Source: an optimization exercise on an open RTL-to-GDS flow (aim: small area, a short achievable clock period and few clock cycles). Production flows keep margins and buffers that such runs may drop.
At most, simulation tests tie the RTL to the original design; equivalence was not proved.

red:
Design fc3_classify, start of the top module:
module fc3_classify #(
  parameter int N_IN    = 84,
  parameter int N_OUT   = 10,
  parameter int DW      = 16,
  parameter int WW      = 8,
  parameter int ACC_W   = 32,
  parameter int B_SHIFT = 8,
  parameter int RD_LAT  = 2
) (
  input  logic                  clk,
  input  logic                  rst_n,
  input  logic                  start,
  output logic [6:0]            f7_raddr,
  input  logic [DW-1:0]         f7_rdata,
  output logic [6:0]            w_raddr,
  input  logic [N_OUT*WW-1:0]   w_rdata,
  input  logic [N_OUT*16-1:0]   bias,
  output logic                  busy,
  output logic                  done,
  output logic [3:0]            class_out,
  output logic [ACC_W-1:0]      max_score
);
  localparam int AW = 30;
  logic       run_q;
  logic [6:0] addr_q;
  logic [2:0] vld_q;       
  logic       done_q;
  logic [4:0] ptr_q;       
  logic [4:0] cmp_q;       
  logic       start_acc, fetch, ready;
  logic       load_q;      
  logic [N_OUT-1:0] pend_l;
  logic [4:0] settled;
  assign start_acc = start & ~run_q;
  assign fetch     = start_acc | (addr_q != 7'd0);
  for (genvar t = 0; t < 5; t++) begin : g_settled
    assign settled[t] = ~pend_l[2*t] & ~pend_l[2*t+1];
  end
  assign ready     = |(ptr_q & settled);
  always_ff @(posedge clk or negedge rst_n) begin
    if (!rst_n) begin
      run_q  <= 1'b0;
      load_q <= 1'b0;
      addr_q <= '0;
  ...
clock: 10.0 ns
lec_check: 0
cap_margin: 20
cell_pad_in_sites_detail_placement: 1
cell_pad_in_sites_global_placement: 1
core_margin: 2
core_utilization: 48
setup_slack_margin: 5
slew_margin: 20
standard.sh (not shown) runs the stock make flow with config.mk's settings and CLKGATE_MAP_FILE= SYNTH_SCRIPT=/design/flow/synth_recipe.tcl, a recipe that flattens the netlist after the stock synthesis.
==> flow/flow/run.sh <==
#!/bin/bash
set -euo pipefail
bash standard.sh SETUP_SLACK_MARGIN=6.3 'BUFFER_PORTS_ARGS=-buffer_cell sky130_fd_sc_hd__buf_1' finish > standard_flow.log 2>&1
Testbench counts of red, summed over its fixed seeds: cycles 18,062.
#### Input delta (blue over red)
- CORE_UTILIZATION now 40, was 48
Notes after the runs:
- blue reached the end of the flow, and the finished layout is clean on the timing, design-rule and antenna checks.
- Endpoint of the worst setup timing path: g_lane[6].u_mac.accn_q[14] -> red, g_lane[8].u_mac.accn_q[14] -> blue
- Looking at core utilization, blue sits below red.
- All-layer global routing usage for blue: 5.8 points down relative to red
- Against red, blue comes in 9 lower on number of buffers inserted to repair setup after CTS.
- Diff red -> blue: clock network area share shows an increase of 0.39 points, actual transition at the worst max-transition pin went down by 0.044 ns, area of the placeable core saw an increase, die area higher.
The following lists how green was set up differently from blue:
- CTS_BUF_LIST newly set to sky130_fd_sc_hd__clkbuf_4 sky130_fd_sc_hd__clkbuf_8
- CORE_UTILIZATION changed from 40 to 48
Notes after the runs:
Going from blue to green, reg-to-reg setup timing slack went down by 0.17 ns; number of tap cells inserted lower; net count reported at finish moved up; met1 demand-to-capacity share in global routing +8.2 points; post-CTS resize count went up by 22.
Sort blue and green by total die area asc -> top: green
blue → green: detailed-routing iteration count for the pre-antenna-repair pass went up by 5, sequential share of cell area was more or less identical, final cell count went down by 212.
> inputs changed (green -> orange)
- a change of CORE_UTILIZATION from 48 to 40
==> results.txt <==
Relative to green, total of clock buffers placed in the layout has increased by about 8% in orange.
The final reports for orange and green show area growth from synthesis to layout higher in the former.
Looking at capturing element of the worst setup path, the g_lane[6].u_mac.accn_q[14] result is from green; the g_lane[7].u_mac.accn_q[19] one comes from orange.
Diff green -> orange: via count barely changed, post-CTS resize count dropped 20.

---

Another version of the RTL of fc3_classify (not shown whole).
Size in the first run: about 6,400 cells after synthesis, ~500 flip-flops.
Design fc3_classify, start of the top module:
module fc3_classify #(
  parameter int N_IN    = 84,
  parameter int N_OUT   = 10,
  parameter int DW      = 16,
  parameter int WW      = 8,
  parameter int ACC_W   = 32,
  parameter int B_SHIFT = 8,
  parameter int RD_LAT  = 2
) (
  input  logic                  clk,
  input  logic                  rst_n,
  input  logic                  start,
  output logic [6:0]            f7_raddr,
  input  logic [DW-1:0]         f7_rdata,
  output logic [6:0]            w_raddr,
  input  logic [N_OUT*WW-1:0]   w_rdata,
  input  logic [N_OUT*16-1:0]   bias,
  output logic                  busy,
  output logic                  done,
  output logic [3:0]            class_out,
  output logic [ACC_W-1:0]      max_score
);
clock: 10.0 ns
lec_check: 0
cap_margin: 20
core_margin: 2
core_utilization: 40
setup_slack_margin: 5
slew_margin: 20
==> flow/flow/run.sh <==
#!/bin/bash
set -euo pipefail
bash standard.sh SETUP_SLACK_MARGIN=6.8 finish > standard_flow.log 2>&1
Change:
==> flow/run.sh (new file) <==
#!/bin/bash
# synth_recipe.tcl (not shown) runs the flow's synth.tcl, then flattens the netlist and writes it again
# the make line also repeats each setting of config.mk as NAME=value (left out here)
make -C /OpenROAD-flow-scripts/flow DESIGN_CONFIG=/design/flow/config.mk WORK_HOME=/design/flow/orfs CLKGATE_MAP_FILE= SYNTH_SCRIPT=/design/flow/synth_recipe.tcl finish
removed: flow/flow/run.sh
removed: flow/standard.sh
The new run went through all stages and came out clean.
Final area goes down by about a fifth.
Non-clock buffer count goes down by 632.
Routed wire length goes down by about a fifth.
Hold slack loses 17 ps.
Utilization goes down by 8.8 points.
Clock skew goes up by 19 ps.
No functional check of the RTL was part of any run of this note.

---

Another version of the RTL of fc3_classify (not shown whole).
For scale: roughly 5800 cells after synthesis.
clock: 10.0 ns
lec_check: 0
cap_margin: 20
cell_pad_in_sites_detail_placement: 1
cell_pad_in_sites_global_placement: 1
core_margin: 2
core_utilization: 40
cts_buf_list: sky130_fd_sc_hd__clkbuf_4 sky130_fd_sc_hd__clkbuf_8
setup_slack_margin: 5
slew_margin: 20
==> flow/flow/run.sh <==
#!/bin/bash
set -euo pipefail
bash standard.sh SETUP_SLACK_MARGIN=6.3 finish > standard_flow.log 2>&1
Testbench counts at the start, summed over its fixed seeds: cycles 18,062.
Edit:
- CELL_PAD_IN_SITES_DETAIL_PLACEMENT: 1 -> unset
- CELL_PAD_IN_SITES_GLOBAL_PLACEMENT: 1 -> unset
- CTS_BUF_LIST: sky130_fd_sc_hd__clkbuf_4 sky130_fd_sc_hd__clkbuf_8 -> unset
=>
- die area is unchanged
- design area rose slightly
- setup slack got worse by 0.064 ns
- routed wire length fell by a few percent

==> separate check: timing with driven ports <==
No port has a modelled driver above. Below, the same layouts with a new extraction and two added sets of constraints.
Step 1 sets driving cells, clkbuf_16 on the clock port and buf_2 on the other inputs (assumed; they add their load-dependent delay and slew).
Step 2, shift: input delay + t, output delay - t, t = (earliest + latest rising clock arrival at the registers) / 2. This alone moves slack from input paths to output paths.
Three values: no drivers, after step 1, after step 2; two values: the first two.
| run | t (ns) | setup WS [ns] | slew at the worst register clock pin (ns) | worst data-port slew with drivers (ns) |
|---|---|---|---|---|
| red | 0.762 | 6.170 / 6.170 / 5.649 | 0.07 / 0.07 | 0.12 |
| blue | 0.798 | 6.185 / 6.185 / 5.752 | 0.07 / 0.07 | 0.14 |
| green | 0.950 | 6.017 / 6.017 / 5.616 | 0.08 / 0.08 | 0.14 |
| orange | 0.963 | 6.178 / 6.178 / 5.756 | 0.07 / 0.07 | 0.14 |
| the first run of note 2 | 0.774 | 5.249 / 5.249 / 5.249 | 0.07 / 0.07 | 0.08 |
| the second run of note 2 | 0.770 | 5.104 / 5.104 / 5.104 | 0.07 / 0.07 | 0.06 |
| the first run of note 3 | 0.947 | 6.248 / 6.270 / 5.359 | 0.07 / 0.07 | 0.08 |
| the second run of note 3 | 0.809 | 6.184 / 6.200 / 5.391 | 0.07 / 0.07 | 0.09 |
After both steps setup and hold are still met in every run listed. The setup slack of the first run of note 3, which loses most, moves by +0.022 ns with the drivers and by -0.889 ns with both steps.
